This design comes from an exercise in tuning for small area on the open sky130 flow, not from production work.
In this exercise RTL edits were held to simulation tests only and were not proved equivalent to the original.
Power and IR drop assume default switching activity.

==> flow/design.v <==
module csr_file (
    input  logic        clk,
    input  logic        reset,
    input  logic        csr_valid,
    input  logic        csr_w_valid,
    input  logic [11:0] csr_ra,
    output logic [63:0] csr_rd,
    input  logic        wr_valid,
    input  logic [11:0] wr_addr,
    input  logic [63:0] wr_data,
    input  logic        commit_valid,
    input  logic        trap_valid,
    input  logic [63:0] trap_pc,
    input  logic [63:0] trap_cause,
    input  logic [63:0] trap_tval,
    input  logic        mret_valid,
    output logic        redirect_valid,
    output logic [63:0] redirect_pc
);
    typedef logic [63:0] word_t;
    localparam logic [11:0] A_MSTATUS  = 12'h300;
    localparam logic [11:0] A_MIE      = 12'h304;
    localparam logic [11:0] A_MTVEC    = 12'h305;
    localparam logic [11:0] A_MSCRATCH = 12'h340;
    localparam logic [11:0] A_MEPC     = 12'h341;
    localparam logic [11:0] A_MCAUSE   = 12'h342;
    localparam logic [11:0] A_MTVAL    = 12'h343;
    localparam logic [11:0] A_MIP      = 12'h344;
    localparam logic [11:0] A_MCYCLE   = 12'hB00;
    localparam logic [11:0] A_MINSTRET = 12'hB02;
    logic        st_mie, st_mpie;
    logic [1:0]  st_mpp;
    logic [63:2] mtvec, mepc;
    word_t       mie, mscratch, mcause, mtval, mip, mcycle, minstret;
    logic        redir_trap, redir_mret;
    logic unused_w_valid;
    assign unused_w_valid = csr_w_valid;
    logic wr_en;
    assign wr_en = wr_valid & ~trap_valid & ~mret_valid;
    logic w_mstatus, w_mie, w_mtvec, w_mscratch, w_mepc, w_mcause, w_mtval, w_mip, w_mcycle, w_minstret;
    assign w_mstatus  = wr_en & (wr_addr == A_MSTATUS);
    assign w_mie      = wr_en & (wr_addr == A_MIE);
    assign w_mtvec    = wr_en & (wr_addr == A_MTVEC);
    assign w_mscratch = wr_en & (wr_addr == A_MSCRATCH);
    assign w_mepc     = wr_en & (wr_addr == A_MEPC);
    assign w_mcause   = wr_en & (wr_addr == A_MCAUSE);
    assign w_mtval    = wr_en & (wr_addr == A_MTVAL);
    assign w_mip      = wr_en & (wr_addr == A_MIP);
    assign w_mcycle   = wr_en & (wr_addr == A_MCYCLE);
    assign w_minstret = wr_en & (wr_addr == A_MINSTRET);
    logic r_mstatus, r_mie, r_mtvec, r_mscratch, r_mepc, r_mcause, r_mtval, r_mip, r_mcycle, r_minstret;
    assign r_mstatus  = (csr_ra == A_MSTATUS);
    assign r_mie      = (csr_ra == A_MIE);
    assign r_mtvec    = (csr_ra == A_MTVEC);
    assign r_mscratch = (csr_ra == A_MSCRATCH);
    assign r_mepc     = (csr_ra == A_MEPC);
    assign r_mcause   = (csr_ra == A_MCAUSE);
    assign r_mtval    = (csr_ra == A_MTVAL);
    assign r_mip      = (csr_ra == A_MIP);
    assign r_mcycle   = (csr_ra == A_MCYCLE);
    assign r_minstret = (csr_ra == A_MINSTRET);
    logic byp;
    assign byp = (w_mstatus & r_mstatus) | (w_mie & r_mie) | (w_mtvec & r_mtvec) |
                 (w_mscratch & r_mscratch) | (w_mepc & r_mepc) | (w_mcause & r_mcause) |
                 (w_mtval & r_mtval) | (w_mip & r_mip) | (w_mcycle & r_mcycle) |
                 (w_minstret & r_minstret);
    logic s_reg, s_byp;
    assign s_reg = csr_valid & ~byp;
    assign s_byp = csr_valid & byp;
    word_t byp_mask;
    always_comb begin
        byp_mask = {64{s_byp}};
        if (r_mstatus) byp_mask = {51'd0, s_byp, s_byp, 3'd0, s_byp, 3'd0, s_byp, 3'd0};
        if (r_mtvec | r_mepc) byp_mask[1:0] = 2'b00;
    end
    word_t v_mstatus, v_mtvec, v_mepc;
    assign v_mstatus = {51'd0, st_mpp, 3'd0, st_mpie, 3'd0, st_mie, 3'd0};
    assign v_mtvec   = {mtvec, 2'b00};
    assign v_mepc    = {mepc, 2'b00};
    assign csr_rd = ({64{s_reg & r_mstatus}}  & v_mstatus) |
                    ({64{s_reg & r_mie}}      & mie)       |
                    ({64{s_reg & r_mtvec}}    & v_mtvec)   |
                    ({64{s_reg & r_mscratch}} & mscratch)  |
                    ({64{s_reg & r_mepc}}     & v_mepc)    |
                    ({64{s_reg & r_mcause}}   & mcause)    |
                    ({64{s_reg & r_mtval}}    & mtval)     |
                    ({64{s_reg & r_mip}}      & mip)       |
                    ({64{s_reg & r_mcycle}}   & mcycle)    |
                    ({64{s_reg & r_minstret}} & minstret)  |
                    (byp_mask & wr_data);
    always_ff @(posedge clk) begin
        redirect_valid <= ~reset & (trap_valid | mret_valid);
        redir_trap     <= trap_valid;
        redir_mret     <= ~trap_valid;
    end
    assign redirect_pc = ({64{redir_trap}} & {mtvec, 2'b00}) | ({64{redir_mret}} & {mepc, 2'b00});
    logic nr;
    assign nr = ~reset;
    logic l_mie, l_mtvec, l_mscratch, l_mip, l_mepc, l_mcause, l_mtval, l_mcycle, l_minstret;
    logic h_mie, h_mtvec, h_mscratch, h_mip, h_mepc, h_mcause, h_mtval, h_mcycle, h_minstret;
    logic t_ld;
    assign l_mie      = w_mie      & nr;
    assign l_mtvec    = w_mtvec    & nr;
    assign l_mscratch = w_mscratch & nr;
    assign l_mip      = w_mip      & nr;
    assign l_mepc     = w_mepc     & nr;
    assign l_mcause   = w_mcause   & nr;
    assign l_mtval    = w_mtval    & nr;
    assign l_mcycle   = w_mcycle   & nr;
    assign l_minstret = w_minstret & nr;
    assign h_mie      = ~(w_mie      | reset);
    assign h_mtvec    = ~(w_mtvec    | reset);
    assign h_mscratch = ~(w_mscratch | reset);
    assign h_mip      = ~(w_mip      | reset);
    assign h_mepc     = ~(w_mepc   | reset | trap_valid);
    assign h_mcause   = ~(w_mcause | reset | trap_valid);
    assign h_mtval    = ~(w_mtval  | reset | trap_valid);
    assign h_mcycle   = ~(w_mcycle   | reset);
    assign h_minstret = ~(w_minstret | reset);
    assign t_ld       = trap_valid & nr;
    localparam int CB = 8;
    word_t cy_c, cy_i;
    logic [63/CB:0] bc_c, bc_i;
    assign bc_c[0] = 1'b1;
    assign bc_i[0] = commit_valid & ~trap_valid;
    for (genvar b = 1; b < 64 / CB; b++) begin : g_blk
        assign bc_c[b] = bc_c[b-1] & (&mcycle[CB*(b-1) +: CB]);
        assign bc_i[b] = bc_i[b-1] & (&minstret[CB*(b-1) +: CB]);
    end
    for (genvar i = 0; i < 64; i++) begin : g_carry
        if (i % CB == 0) begin : g_first
            assign cy_c[i] = bc_c[i / CB];
            assign cy_i[i] = bc_i[i / CB];
        end else begin : g_next
            assign cy_c[i] = cy_c[i-1] & mcycle[i-1];
            assign cy_i[i] = cy_i[i-1] & minstret[i-1];
        end
    end
    always_ff @(posedge clk) begin
        mie      <= ({64{l_mie}}      & wr_data)       | ({64{h_mie}}      & mie);
        mtvec    <= ({62{l_mtvec}}    & wr_data[63:2]) | ({62{h_mtvec}}    & mtvec);
        mscratch <= ({64{l_mscratch}} & wr_data)       | ({64{h_mscratch}} & mscratch);
        mip      <= ({64{l_mip}}      & wr_data)       | ({64{h_mip}}      & mip);
        mepc     <= ({62{t_ld}} & trap_pc[63:2]) | ({62{l_mepc}}   & wr_data[63:2]) | ({62{h_mepc}}   & mepc);
        mcause   <= ({64{t_ld}} & trap_cause)    | ({64{l_mcause}} & wr_data)       | ({64{h_mcause}} & mcause);
        mtval    <= ({64{t_ld}} & trap_tval)     | ({64{l_mtval}}  & wr_data)       | ({64{h_mtval}}  & mtval);
        mcycle   <= ({64{l_mcycle}}   & wr_data) | ({64{h_mcycle}}   & (mcycle   ^ cy_c));
        minstret <= ({64{l_minstret}} & wr_data) | ({64{h_minstret}} & (minstret ^ cy_i));
    end
    always_ff @(posedge clk) begin
        if (reset) begin
            st_mie  <= 1'b0;
            st_mpie <= 1'b0;
            st_mpp  <= 2'b00;
        end else if (trap_valid) begin
            st_mie  <= 1'b0;
            st_mpie <= st_mie;
            st_mpp  <= 2'b11;
        end else if (mret_valid) begin
            st_mie  <= st_mpie;
            st_mpie <= 1'b1;
            st_mpp  <= 2'b11;
        end else if (w_mstatus) begin
            st_mie  <= wr_data[3];
            st_mpie <= wr_data[7];
            st_mpp  <= wr_data[12:11];
        end
    end
endmodule
==> flow/config.mk <==
export PLATFORM = sky130hd
export DESIGN_NAME = csr_file
export DESIGN_NICKNAME = csr_file
export VERILOG_FILES = /design/flow/design.v
export SDC_FILE = /design/flow/constraint.sdc
export NUM_CORES = 4
export LEC_CHECK = 0
export CAP_MARGIN = 10
export CORE_MARGIN = 2
export CORE_UTILIZATION = 60
export SLEW_MARGIN = 10
==> flow/constraint.sdc <==
create_clock -name core_clock -period 7.0 [get_ports {clk}]
set_input_delay 1.4000 -clock core_clock [delete_from_list [all_inputs] [get_ports {clk}]]
set_output_delay 1.4000 -clock core_clock [all_outputs]
set_load 0.01 [all_outputs]
standard.sh (not shown) runs the stock make flow with config.mk's settings and CLKGATE_MAP_FILE= SYNTH_SCRIPT=/design/flow/synth_recipe.tcl, a recipe that flattens the netlist after the stock synthesis.
==> flow/flow/run.sh <==
#!/bin/bash
# Layout flow: the standard flow (standard.sh) with two changes:
#  - synthesis is the standard flow's script with ABC's mapping step run with an area-oriented
#    script (flow/abc_area.script); everything before ABC, including register
#    mapping and naming, is unchanged;
#  - port buffers are the smallest buffer (buf_1) rather than the resizer's pick.
# Every tool's output goes to the ORFS logs under orfs/logs, and make's to flow.log.
set -euo pipefail
W=$PWD
export AREA_ABC_SCRIPT=$W/flow/abc_area.script
export BUFFER_PORTS_ARGS="-buffer_cell sky130_fd_sc_hd__buf_1"
if [[ -f $W/flow/cts_args ]]; then export CTS_ARGS="$(cat $W/flow/cts_args)"; fi

{
  head -n 1 synth_recipe.tcl
  cat <<'EOT'
proc abc {args} {
  set i [lsearch -exact $args -script]
  if {$i >= 0} { set args [lreplace $args $i [expr {$i + 1}] -script $::env(AREA_ABC_SCRIPT)] }
  yosys abc {*}$args
}
EOT
  if [[ -f $W/flow/no_extract_fa ]]; then echo 'proc extract_fa {args} { }'; fi
  tail -n +2 synth_recipe.tcl
} > area_synth.tcl

sed "s#SYNTH_SCRIPT=[^ ]*#SYNTH_SCRIPT=$W/area_synth.tcl#" standard.sh > area_standard.sh
bash area_standard.sh > flow.log 2>&1
==> flow/flow/abc_area.script <==
&get -n
&st
&dch
&nf -R 1000 -p -C 32 -F 8 -A 8 -a
&put
==> flow/flow/cts_args <==
-sink_clustering_enable -repair_clock_nets -buf_list "sky130_fd_sc_hd__clkbuf_4 sky130_fd_sc_hd__clkbuf_8" -dont_use_dummy_load -sink_clustering_size 16 -sink_clustering_max_diameter 60
==> flow/flow/no_extract_fa <==
The baseline went through all stages and came out clean.
Change:
- GPL_ROUTABILITY_DRIVEN: unset -> 0
- final cell count barely changes
- combinational power barely changes
- total power is about the same
- first-iteration DRC count rose by 5.5%
- die area is unchanged
- worst hold slack is about the same
- register-to-register slack is better by 0.02 ns
- worst setup slack is worse by 0.10 ns
- fmax fell by 1.6%
Change:
==> flow/flow/cts_args (replaced) <==
-sink_clustering_enable -repair_clock_nets -buf_list "sky130_fd_sc_hd__clkbuf_4 sky130_fd_sc_hd__clkbuf_8" -dont_use_dummy_load -sink_clustering_size 16 -sink_clustering_max_diameter 40
- CAP_MARGIN: 10 -> 0
- CORE_UTILIZATION: 60 -> 70
- GPL_ROUTABILITY_DRIVEN: 0 -> unset
- SLEW_MARGIN: 10 -> 0
The new run passed the timing, DRC and antenna checks. Non-clock buffer count went up by 14. Cell area went up by 1.1%. Clock power went up by 14%. Clock skew went up by 0.061 ns.
Change:
==> flow/flow/cts_args (replaced) <==
-sink_clustering_enable -repair_clock_nets -buf_list "sky130_fd_sc_hd__clkbuf_4 sky130_fd_sc_hd__clkbuf_8" -dont_use_dummy_load -sink_clustering_size 16 -sink_clustering_max_diameter 60
- CAP_MARGIN: 0 -> 10
- CORE_UTILIZATION: 70 -> 50
- SLEW_MARGIN: 0 -> 10
Utilization decreases by 23 points. Die area increases by well over a third. First-iteration DRC count decreases by a quarter to a third. Setup slack is worse by 0.21 ns.
Change:
--- a/flow/flow/run.sh
+++ b/flow/flow/run.sh
@@ -11,2 +11,3 @@
 export BUFFER_PORTS_ARGS="-buffer_cell sky130_fd_sc_hd__buf_1"
+if [[ -f $W/flow/gpl_keep_overflow ]]; then export GPL_KEEP_OVERFLOW="$(cat $W/flow/gpl_keep_overflow)"; fi
 if [[ -f $W/flow/cts_args ]]; then export CTS_ARGS="$(cat $W/flow/cts_args)"; fi
==> flow/flow/gpl_keep_overflow (new file) <==
0.3
- CORE_UTILIZATION: 50 -> 60
Area after synthesis is unchanged; worst hold slack is about the same; global-route usage goes up by 4.8 points; worst setup slack degrades by 0.013 ns; die area goes down by about a fifth.

## re-timing with driven ports
The flow's constraints put no driver on any port. The routed layouts listed below were extracted and timed again, unchanged, in two steps.
Step 1: set_driving_cell puts a clkbuf_16 on clk and a buf_2 on each other input, an assumption about the parent block.
Step 2 times the ports against the registers' clock, not the clock port: input delays grow and output delays shrink by t, the midpoint of the rising clock arrivals with the driver on.
a / b / c = ideal / step 1 / step 2; a / b = the first two.
run | shift t [ns] | slack for setup (ns) | hold slack, ns | clock arrival spread, ns | worst data-port slew with drivers (ns)
the first run | 0.681 | 0.520 / 0.501 / 0.501 | 0.485 / 0.485 / 0.485 | 0.085 / 0.085 | 0.11
the second run | 0.684 | 0.415 / 0.391 / 0.391 | 0.484 / 0.484 / 0.484 | 0.085 / 0.086 | 0.11
the third run | 0.718 | 0.730 / 0.707 / 0.572 | 0.476 / 0.476 / 0.476 | 0.101 / 0.101 | 0.12
the fourth run | 0.711 | 0.523 / 0.501 / 0.501 | 0.485 / 0.485 / 0.485 | 0.052 / 0.052 | 0.12
the fifth run | 0.679 | 0.510 / 0.486 / 0.486 | 0.488 / 0.488 / 0.488 | 0.069 / 0.069 | 0.12
After both steps every run listed still meets setup and hold. For the third run, which loses most, drivers alone change the setup slack by -0.023 ns; drivers and shift together by -0.158 ns.
